Source: an optimization exercise on an open RTL-to-GDS flow (aim: a short achievable clock period and few clock cycles). Production flows keep margins and buffers that such runs may drop.
In this exercise RTL edits were held to simulation tests only and were not proved equivalent to the original.
Power and IR drop assume default switching activity.

[config.mk]
export PLATFORM = sky130hd
export DESIGN_NAME = cpu
export DESIGN_NICKNAME = cpu
export VERILOG_FILES = /design/flow/design.v
export SDC_FILE = /design/flow/constraint.sdc
export NUM_CORES = 4
export LEC_CHECK = 0
export CAP_MARGIN = 20
export CORE_MARGIN = 2
export CORE_UTILIZATION = 40
export SLEW_MARGIN = 20
[constraint.sdc]
create_clock -name core_clock -period 7.0 [get_ports {clk}]
set_input_delay 1.4000 -clock core_clock [delete_from_list [all_inputs] [get_ports {clk}]]
set_output_delay 1.4000 -clock core_clock [all_outputs]
set_load 0.01 [all_outputs]
[design.v]
package cpuPkg;
  typedef logic [16-1:0] wordT;
  typedef logic [4-1:0] regAddrT;
  typedef enum logic [4-1:0] {
    NOP = 4'b0000,
    ADD = 4'b0001,
    SUB = 4'b0010,
    XOR = 4'b0011,
    AND = 4'b0100,
    SLL = 4'b0101,
    SRL = 4'b0110,
    LDI = 4'b0111,
    LW  = 4'b1000,
    SW  = 4'b1001,
    B   = 4'b1100,
    HLT = 4'b1111
  } opcodeE;
  typedef enum logic [3-1:0] {
    NE = 3'b000,
    EQ = 3'b001,
    GT = 3'b010,
    LT = 3'b011,
    GE = 3'b100,
    LE = 3'b101,
    OV = 3'b110,
    AL = 3'b111
  } branchCondE;
  typedef struct packed {
    logic z;
    logic v;
    logic n;
  } flagsT;
  typedef struct packed {
    opcodeE aluOp;
    logic   regWrite;
    logic   memRead;
    logic   memWrite;
    logic   memToReg;
    logic   isBranch;
    logic   halt;
  } ctrlT;
  typedef struct packed {
    wordT pc;
    wordT instr;
  } ifIdT;
  typedef struct packed {
    ctrlT       ctrl;
    wordT       pc;
    wordT       rsData;
    wordT       rtData;
    wordT       imm;
    regAddrT    rs;
    regAddrT    rt;
    regAddrT    rd;
    branchCondE cond;
  } idExT;
  typedef struct packed {
    ctrlT    ctrl;
    wordT    result;
    wordT    storeData;
    regAddrT rd;
  } exMemT;
  typedef struct packed {
    ctrlT    ctrl;
    wordT    result;
    wordT    loadData;
    regAddrT rd;
  } memWbT;
  typedef enum logic [1:0] {
    NONE  = 2'd0,
    EXMEM = 2'd1,
    MEMWB = 2'd2
  } fwdSelE;
endpackage
`timescale 1ns/1ps
import cpuPkg::*;
module memBank #(
  parameter int depth = 256
) (
  input  logic clk,
  input  logic wrEn,
  input  cpuPkg::wordT addr,
  input  cpuPkg::wordT wrData,
  output cpuPkg::wordT rdData
);
  localparam int idxWidth = $clog2(depth);
  cpuPkg::wordT mem [depth];
  logic [idxWidth-1:0] idx;
  assign idx = addr[idxWidth-1:0];
  always_ff @(posedge clk) begin
    if (wrEn) begin
      mem[idx] <= wrData;
    end
  end
  assign rdData = mem[idx];
endmodule
`timescale 1ns/1ps
import cpuPkg::*;
module regFile (
  input  logic    clk,
  input  logic    rstN,
  input  cpuPkg::regAddrT rdAddrA,
  input  cpuPkg::regAddrT rdAddrB,
  output cpuPkg::wordT    rdDataA,
  output cpuPkg::wordT    rdDataB,
  input  logic    wrEn,
  input  cpuPkg::regAddrT wrAddr,
  input  cpuPkg::wordT    wrData,
  input  cpuPkg::regAddrT dbgAddr,
  output cpuPkg::wordT    dbgData
);
  cpuPkg::wordT regs [16];
  always_ff @(posedge clk or negedge rstN) begin
    if (!rstN) begin
      for (int i = 0; i < 16; i++) begin
        regs[i] <= '0;
      end
    end else if (wrEn) begin
      regs[wrAddr] <= wrData;
    end
  end
  assign rdDataA = (wrEn && (wrAddr == rdAddrA)) ? wrData : regs[rdAddrA];
  assign rdDataB = (wrEn && (wrAddr == rdAddrB)) ? wrData : regs[rdAddrB];
  assign dbgData = regs[dbgAddr];
endmodule
`timescale 1ns/1ps
import cpuPkg::*;
module instrDecoder (
  input  cpuPkg::wordT       instr,
  output cpuPkg::ctrlT       ctrl,
  output cpuPkg::regAddrT    rs,
  output cpuPkg::regAddrT    rt,
  output cpuPkg::regAddrT    rd,
  output cpuPkg::wordT       imm,
  output cpuPkg::branchCondE cond
);
  cpuPkg::opcodeE op;
  /*verilator lint_off ENUMVALUE*/
  assign op = instr[15:12];
  always_comb begin
    ctrl = '0;
    case (op)
      ADD, SUB, XOR, AND, SLL, SRL: begin
        ctrl.aluOp    = op;
        ctrl.regWrite = 1'b1;
      end
      LDI: begin
        ctrl.aluOp    = LDI;
        ctrl.regWrite = 1'b1;
      end
      LW: begin
        ctrl.aluOp    = LW;
        ctrl.regWrite = 1'b1;
        ctrl.memRead  = 1'b1;
        ctrl.memToReg = 1'b1;
      end
      SW: begin
        ctrl.aluOp    = SW;
        ctrl.memWrite = 1'b1;
      end
      B: begin
        ctrl.aluOp    = B;
        ctrl.isBranch = 1'b1;
      end
      HLT: begin
        ctrl.aluOp = HLT;
        ctrl.halt  = 1'b1;
      end
      default: ;
    endcase
  end
  assign rd = instr[11:8];
  assign rs = instr[7:4];
  assign rt = (op == SW) ? instr[11:8] : instr[3:0];
  assign cond = instr[11:9];
  /*verilator lint_on ENUMVALUE*/
  always_comb begin
    case (op)
      LDI:     imm = {{8{instr[7]}}, instr[7:0]};
      LW, SW:  imm = {{12{instr[3]}}, instr[3:0]};
      B:       imm = {{6{instr[8]}}, instr[8:0], 1'b0};
      default: imm = '0;
    endcase
  end
endmodule
`timescale 1ns/1ps
import cpuPkg::*;
module hazardUnit (
  input  cpuPkg::idExT    idEx,
  input  cpuPkg::exMemT   exMem,
  input  cpuPkg::memWbT   memWb,
  input  cpuPkg::regAddrT decRs,
  input  cpuPkg::regAddrT decRt,
  input  logic    branchTaken,
  output cpuPkg::fwdSelE  fwdA,
  output cpuPkg::fwdSelE  fwdB,
  output logic    stall,
  output logic    flush
);
  logic loadUse;
  always_comb begin
    if (exMem.ctrl.regWrite && (exMem.rd == idEx.rs)) begin
      fwdA = EXMEM;
    end else if (memWb.ctrl.regWrite && (memWb.rd == idEx.rs)) begin
      fwdA = MEMWB;
    end else begin
      fwdA = NONE;
    end
  end
  always_comb begin
    if (exMem.ctrl.regWrite && (exMem.rd == idEx.rt)) begin
      fwdB = EXMEM;
    end else if (memWb.ctrl.regWrite && (memWb.rd == idEx.rt)) begin
      fwdB = MEMWB;
    end else begin
      fwdB = NONE;
    end
  end
  assign loadUse = idEx.ctrl.memRead &&
                   ((idEx.rd == decRs) || (idEx.rd == decRt));
  always_comb begin
    stall = loadUse;
    flush = branchTaken;
  end
endmodule
`timescale 1ns/1ps
import cpuPkg::*;
module executeStage (
  input  logic   clk,
  input  logic   rstN,
  input  cpuPkg::idExT   idEx,
  input  cpuPkg::wordT   exResult,
  input  cpuPkg::wordT   wbResult,
  input  cpuPkg::fwdSelE fwdA,
  input  cpuPkg::fwdSelE fwdB,
  output cpuPkg::exMemT  exOut,
  output logic   branchTaken,
  output cpuPkg::wordT   branchTarget,
  output cpuPkg::flagsT  flags
);
  localparam int msb = 16 - 1;
  localparam int shWidth = $clog2(16);
  cpuPkg::wordT opA;
  cpuPkg::wordT opB;
  cpuPkg::wordT aluRes;
  logic aluOvf;
  logic writeZ;
  logic writeVn;
  logic condMet;
  always_comb begin
    case (fwdA)
      EXMEM:   opA = exResult;
      MEMWB:   opA = wbResult;
      default: opA = idEx.rsData;
    endcase
  end
  always_comb begin
    case (fwdB)
      EXMEM:   opB = exResult;
      MEMWB:   opB = wbResult;
      default: opB = idEx.rtData;
    endcase
  end
  always_comb begin
    aluRes = '0;
    aluOvf = 1'b0;
    case (idEx.ctrl.aluOp)
      ADD: begin
        aluRes = opA + opB;
        aluOvf = (opA[msb] == opB[msb]) && (aluRes[msb] != opA[msb]);
      end
      SUB: begin
        aluRes = opA - opB;
        aluOvf = (opA[msb] != opB[msb]) && (aluRes[msb] != opA[msb]);
      end
      XOR:     aluRes = opA ^ opB;
      AND:     aluRes = opA & opB;
      SLL:     aluRes = opA << opB[shWidth-1:0];
      SRL:     aluRes = opA >> opB[shWidth-1:0];
      LDI:     aluRes = idEx.imm;
      LW, SW:  aluRes = opA + idEx.imm;
      default: aluRes = '0;
    endcase
  end
  assign writeZ  = (idEx.ctrl.aluOp == ADD) || (idEx.ctrl.aluOp == SUB) ||
                   (idEx.ctrl.aluOp == XOR) || (idEx.ctrl.aluOp == AND) ||
                   (idEx.ctrl.aluOp == SLL) || (idEx.ctrl.aluOp == SRL);
  assign writeVn = (idEx.ctrl.aluOp == ADD) || (idEx.ctrl.aluOp == SUB);
  always_ff @(posedge clk or negedge rstN) begin
    if (!rstN) begin
      flags <= '0;
    end else begin
      if (writeZ) begin
        flags.z <= (aluRes == '0);
      end
      if (writeVn) begin
        flags.v <= aluOvf;
        flags.n <= aluRes[msb];
      end
    end
  end
  always_comb begin
    case (idEx.cond)
      NE:      condMet = !flags.z;
      EQ:      condMet = flags.z;
      GT:      condMet = !flags.z && !flags.n;
      LT:      condMet = flags.n;
      GE:      condMet = flags.z || !flags.n;
      LE:      condMet = flags.n || flags.z;
      OV:      condMet = flags.v;
      default: condMet = 1'b1;  
    endcase
  end
  assign branchTaken  = idEx.ctrl.isBranch && condMet;
  assign branchTarget = idEx.pc + 16'd2 + idEx.imm;
  always_comb begin
    exOut.ctrl      = idEx.ctrl;
    exOut.result    = aluRes;
    exOut.storeData = opB;
    exOut.rd        = idEx.rd;
  end
endmodule
`timescale 1ns/1ps
import cpuPkg::*;
module cpu (
  input  logic    clk,
  input  logic    rstN,
  input  logic    run,
  input  logic    progWrEn,
  input  cpuPkg::wordT    progAddr,
  input  cpuPkg::wordT    progData,
  input  cpuPkg::regAddrT dbgAddr,
  output logic    hlt,
  output cpuPkg::wordT    pc,
  output cpuPkg::wordT    dbgData
);
  cpuPkg::wordT pcQ;
  cpuPkg::wordT pcNext;
  cpuPkg::wordT imemAddr;
  cpuPkg::wordT instrIf;
  cpuPkg::wordT rsData;
  cpuPkg::wordT rtData;
  cpuPkg::wordT dmemRdData;
  cpuPkg::wordT wbData;
  cpuPkg::wordT branchTarget;
  cpuPkg::ifIdT  ifId;
  cpuPkg::idExT  idEx;
  cpuPkg::idExT  idExNext;
  cpuPkg::exMemT exMem;
  cpuPkg::exMemT exMemNext;
  cpuPkg::memWbT memWb;
  cpuPkg::ctrlT       decCtrl;
  cpuPkg::regAddrT    decRs;
  cpuPkg::regAddrT    decRt;
  cpuPkg::regAddrT    decRd;
  cpuPkg::wordT       decImm;
  cpuPkg::branchCondE decCond;
  cpuPkg::fwdSelE fwdA;
  cpuPkg::fwdSelE fwdB;
  logic   stall;
  logic   flush;
  logic   branchTaken;
  logic   holdIf;
  logic   hltQ;
  assign imemAddr = run ? (pcQ >> 1) : progAddr;
  memBank #(.depth(64)) imem (
    .clk    (clk),
    .wrEn   (progWrEn && !run),
    .addr   (imemAddr),
    .wrData (progData),
    .rdData (instrIf)
  );
  assign holdIf = stall || decCtrl.halt;
  always_comb begin
    if (branchTaken) begin
      pcNext = branchTarget;
    end else if (holdIf) begin
      pcNext = pcQ;
    end else begin
      pcNext = pcQ + 16'd2;
    end
  end
  instrDecoder dec (
    .instr (ifId.instr),
    .ctrl  (decCtrl),
    .rs    (decRs),
    .rt    (decRt),
    .rd    (decRd),
    .imm   (decImm),
    .cond  (decCond)
  );
  regFile rf (
    .clk     (clk),
    .rstN    (rstN),
    .rdAddrA (decRs),
    .rdAddrB (decRt),
    .rdDataA (rsData),
    .rdDataB (rtData),
    .wrEn    (memWb.ctrl.regWrite && run),
    .wrAddr  (memWb.rd),
    .wrData  (wbData),
    .dbgAddr (dbgAddr),
    .dbgData (dbgData)
  );
  always_comb begin
    idExNext.ctrl   = decCtrl;
    idExNext.pc     = ifId.pc;
    idExNext.rsData = rsData;
    idExNext.rtData = rtData;
    idExNext.imm    = decImm;
    idExNext.rs     = decRs;
    idExNext.rt     = decRt;
    idExNext.rd     = decRd;
    idExNext.cond   = decCond;
    if (stall || flush) begin
      idExNext.ctrl = '0;
    end
  end
  hazardUnit hz (
    .idEx        (idEx),
    .exMem       (exMem),
    .memWb       (memWb),
    .decRs       (decRs),
    .decRt       (decRt),
    .branchTaken (branchTaken),
    .fwdA        (fwdA),
    .fwdB        (fwdB),
    .stall       (stall),
    .flush       (flush)
  );
  executeStage ex (
    .clk          (clk),
    .rstN         (rstN),
    .idEx         (idEx),
    .exResult     (exMem.result),
    .wbResult     (wbData),
    .fwdA         (fwdA),
    .fwdB         (fwdB),
    .exOut        (exMemNext),
    .branchTaken  (branchTaken),
    .branchTarget (branchTarget),
    .flags        ()
  );
  memBank #(.depth(64)) dmem (
    .clk    (clk),
    .wrEn   (exMem.ctrl.memWrite && run),
    .addr   (exMem.result),
    .wrData (exMem.storeData),
    .rdData (dmemRdData)
  );
  assign wbData = memWb.ctrl.memToReg ? memWb.loadData : memWb.result;
  assign hlt = hltQ || memWb.ctrl.halt;
  assign pc  = pcQ;
  always_ff @(posedge clk or negedge rstN) begin
    if (!rstN) begin
      pcQ   <= '0;
      ifId  <= '0;
      idEx  <= '0;
      exMem <= '0;
      memWb <= '0;
      hltQ  <= 1'b0;
    end else if (run) begin
      pcQ <= pcNext;
      if (flush) begin
        ifId <= '0;
      end else if (!holdIf) begin
        ifId.pc    <= pcQ;
        ifId.instr <= instrIf;
      end
      idEx  <= idExNext;
      exMem <= exMemNext;
      memWb.ctrl     <= exMem.ctrl;
      memWb.result   <= exMem.result;
      memWb.loadData <= dmemRdData;
      memWb.rd       <= exMem.rd;
      hltQ  <= hltQ || memWb.ctrl.halt;
    end
  end
endmodule
[run.sh]
#!/bin/bash
# synth_recipe.tcl (not shown) runs the flow's synth.tcl, then flattens the netlist and writes it again
# the make line also repeats each setting of config.mk as NAME=value (left out here)
make -C /OpenROAD-flow-scripts/flow DESIGN_CONFIG=/design/flow/config.mk WORK_HOME=/design/flow/orfs CLKGATE_MAP_FILE= SYNTH_SCRIPT=/design/flow/synth_recipe.tcl finish
==> results by group <==
Status
  • Outcome: complete, no violations

Critical path
  • Crit path capture type: register
  • Critical R2R Capture: ex.flags[2]
  • Cell depth of the worst setup path: 20
  • Crit-path slowest cell: a2111oi_0
  • Worst setup SP type: register
  • Critical Path Max Stage Delay: 0.65 ns
  • Reg2reg path depth: 20
  • WP buf/inv: 2
  • Crit-path max FO: 16
  • Crit-path cells: xor2_1, nor3_4, and2_0, buf_4, nor2_1, a211oi_1, a21oi_1, ha_1, a21oi_1, o211ai_1, a2111oi_0, o21ai_0, xnor2_1, a2111oi_0, o211ai_1, nor2_1, nand4_1, nor4_1, buf_4, a32o_2
  • CP required: 7.77 ns
  • Crit Path Category: reg -> reg
  • Reg2Reg Launch Point: memWb[1]
  • Crit-path leading delay family: compound AO/OA/AOI/OAI gates
  • Critical Path AT: 6.89 ns
  • Flop-to-flop setup slack: 0.88 ns

Logic synthesis
  • Cells after Synth: 7432
  • Post-Synthesis Cell Area: 103000 µm²
  • Prevailing post-synth register cell: edfxtp_1
  • Synth top area share: 59.5%
  • Seq/Total Area, Yosys: 70.8%
  • Ys async rst share: 18.5%
  • Top cells by count, synth: edfxtp_1, nor2_1, a22oi_1
  • Ranking of synthesized cells by area: edfxtp_1, dfrtp_1, a22oi_1
  • Most common cell in the netlist: edfxtp_1
  • Mapped Nets: 7554
  • Synth cell types: 98
  • Avg Synthesized Cell Area: 13.9 µm²
  • Number of synthesized flops with an enable pin: 2048
  • Area leader, netlist: edfxtp_1
  • Synth Register Bits: 2514
  • Yosys synthesis warning count: 7

Clock network
  • CTS Buf Count: 273
  • Setup bufs post-CTS: 0
  • Hold buffers post-CTS: 0
  • Later-pin clock latency in the skew report: 0.85 ns
  • Clk slew on worst S/H paths: 0.06 ns
  • CTS H-tree lvls: 5
  • Root Buffer: clkbuf_16
  • CTS tree: built
  • Clk sinks: 2514
  • Post-CTS sizing: 0
  • Clk buf depth: 4

Die
  • Initial Util: 40.2%
  • IO Count: 73
  • Die X: 512 µm
  • Core ar.: 257000 µm²
  • Die Height: 512 µm
  • Row count: 186
  • Die ar.: 263000 µm²

Final layout
  • Area grow syn2layout: 14.7%
  • Footprint of the multi-input gates: 28200 µm²
  • Layout cell share with drive strength beyond 1: 13.5%
  • # fillers: 22498
  • Layout net count: 7755
  • Register area: 73200 µm²
  • Final core utilization: 46.2%

Min path
  • HP Class: reg -> reg
  • Worst min-delay path endpoint: hltQ
  • Worst hold path stage count: 1
  • Origin of the worst min-delay path: hltQ

Global routing
  • Aggregate global-route resource usage: 25.3%
  • First-pass GRT wire length: 494 mm
  • Initial antenna violation count: 10
  • Largest net degree at the start of global routing: 173
  • Vias in the first global route: 69354
  • Congestion Overflow GR: 0

Power
  • LEAKAGE: 39.9 nW
  • Power Dens Cells: 451 nW/µm²
  • Worst vdd ir: 0.000318 V

Run
  • Max Cap Viol: 0

Route
  • Routed WL per cell: 30.5 µm
  • Drc violations: 0
  • Via count: 71848
  • Post-Route WL: 342 mm
  • Drt via density: 6.40
  • DRT Pass-1 Iters: 12
  • Antenna Violating Nets Remaining: 0
  • Initial DRC count: 10180

Placed design
  • # port buffers: 62
  • DP HPWL: 200 mm
  • Routability Congestion: 0.981

STA
  • Sum of negative setup slack: 0 ns
  • Post-layout minimum cycle time: 6.12 ns
  • RSZ-0062 raised after global routing: false
  • Setup Skew: 0.0780 ns
  • Slew @ Worst Pin: 1.09 ns
  • Tcrit/Tclk final: 87.4%
  • Final Hold Violating Endpoints: 0
  • Finish-stage setup viols: 0
  • Fmax: 163 MHz
  • Final Max Tran Viols: 0
  • Slew headroom: 25.9%
flip-flops by register name (all words and copies together), names as in the netlist:
signal	flops
memWb	39
rf.regs	256
ifId	32
pcQ	16
imem.mem	1024
ex.flags	3
exMem	40
hltQ	1
dmem.mem	1024
idEx	79
where the power goes:
group | leakage (nW) | switching [mW] | internal, mW | total [mW]
combinational | 11.4 | 12.9 | 6.07 | 18.9
sequential | 24.2 | 1.97 | 18.4 | 20.3
clock | 4.26 | 5.89 | 8.28 | 14.2
total | 39.9 | 20.7 | 32.7 | 53.4
placed cells by master, fill, tap and decap left out, types with 34 or more instances in the layout:
cell type / netlist / routed
a211oi_1: 39 / 39
a21oi_1: 477 / 476
a221oi_1: 148 / 148
a22o_1: 159 / 159
a22oi_1: 549 / 548
a31oi_1: 60 / 59
buf_4: 4 / 377
clkbuf_1: 409 / 39
clkbuf_16: 0 / 280
clkdlybuf4s50_1: 0 / 44
clkinv_1: 4 / 54
clkinv_2: 0 / 44
dfrtp_1: 466 / 446
edfxtp_1: 2048 / 2048
ha_1: 78 / 78
inv_1: 65 / 65
mux2_2: 78 / 78
mux2i_1: 108 / 92
nand2_1: 269 / 263
nand3_1: 124 / 123
nand4_1: 120 / 120
nor2_1: 643 / 622
nor3_1: 138 / 108
nor4_1: 77 / 74
o211ai_1: 34 / 34
o21ai_0: 200 / 200
o221ai_1: 85 / 85
o22a_1: 81 / 80
o22ai_1: 408 / 408
xnor2_1: 41 / 41
worst reg2reg max path, delay by kind of cell (launching register included):
| family | cells | cell delay [ns] |
|---|---|---|
| simple gates | 6 | 1.48 |
| compound gates | 9 | 2.70 |
| buf+inv | 2 | 0.43 |
| xor+xnor | 2 | 0.35 |
| fa+ha+maj | 1 | 0.50 |
| flops | 1 | 0.60 |
kinds of logic (layout without fill, tap and decap cells):
logic type / after synthesis / count (layout) / synth area share, %
buffers and inverters: 614 / 1014 / 2.39
other: 0 / 5 / 0
AO/OA/AOI/OAI: 2432 / 2432 / 16.4
adder cells (fa/ha/maj): 82 / 82 / 1.02
AND/OR/NAND/NOR: 1524 / 1524 / 6.78
XOR/XNOR: 71 / 71 / 0.602
multiplexers: 195 / 195 / 2.07
flip-flops: 2514 / 2514 / 70.8
layout make-up:
| cell class | instances | area share, % |
|---|---|---|
| repair buffers | 467 | 3.33 |
| inverters | 73 | 0.235 |
| flip-flops and latches | 2514 | 61.7 |
| clock inverters | 145 | 1.18 |
| well taps | 3384 | 3.57 |
| diodes | 5 | 0.0106 |
| clock buffers | 329 | 6.15 |
| multi-input cells | 4304 | 23.8 |
worst max-delay path by stage:
stage / from / end / slack [ns]
5_1_grt: memWb[1] / ex.flags[2] / 0.42
4_1_cts: memWb[1] / ex.flags[2] / 0.93
3_3_place_gp: memWb[1] / ex.flags[2] / 0.97
2_1_floorplan: run / imem.mem[27][0] / 2.26
3_5_place_dp: memWb[1] / ex.flags[2] / 0.95
6_report: memWb[1] / ex.flags[2] / 0.88
metrics by stage:
stage	setup slack, ns	power [mW]	instances	area (µm²)	hold WS [ns]
final	0.883	53.4	11221	119000	0.451
after CTS	0.934	53.1	11215	119000	0.456
after global routing	0.415	55.4	11216	119000	0.475
after floorplan	2.26	30.8	7432	103000	0.420
after detailed placement	0.950	39.0	10741	110000	0.444
after global placement	0.971	38.8	10741	110000	0.431
per-layer routing:
layer	track usage (%)	wire length [µm]	vias up
li1	-	-	30164
met1	34.9	138000	36685
met2	38.8	154000	4149
met3	6.03	35300	839
met4	9.76	14100	11
met5	0.219	116	-
Testbench counts, summed over its fixed seeds: cycles 40,146.

[port drivers added, routing unchanged]
How much do the figures lean on ideal ports? The routed layout below was timed once more, with nothing changed but the port constraints. Step 1 (the two cells are an assumption about what drives the block):
set clk [get_ports {clk}]
set_driving_cell -lib_cell sky130_fd_sc_hd__clkbuf_16 $clk
set_driving_cell -lib_cell sky130_fd_sc_hd__buf_2 [delete_from_list [all_inputs] $clk]
Step 2, shift: input delay + t, output delay - t, t = (earliest + latest rising clock arrival at the registers) / 2. This alone moves slack from input paths to output paths. Three values: ideal ports, drivers, drivers and shift; two values: the first two.
t, ns: 0.910
setup WS [ns]: 0.883 / 0.883 / 0.883
hold slack, ns: 0.451 / 0.451 / 0.451
After both steps this run still meets setup and hold. The setup slack of this run moves by 0.000 ns with the drivers and by 0.000 ns with both steps.
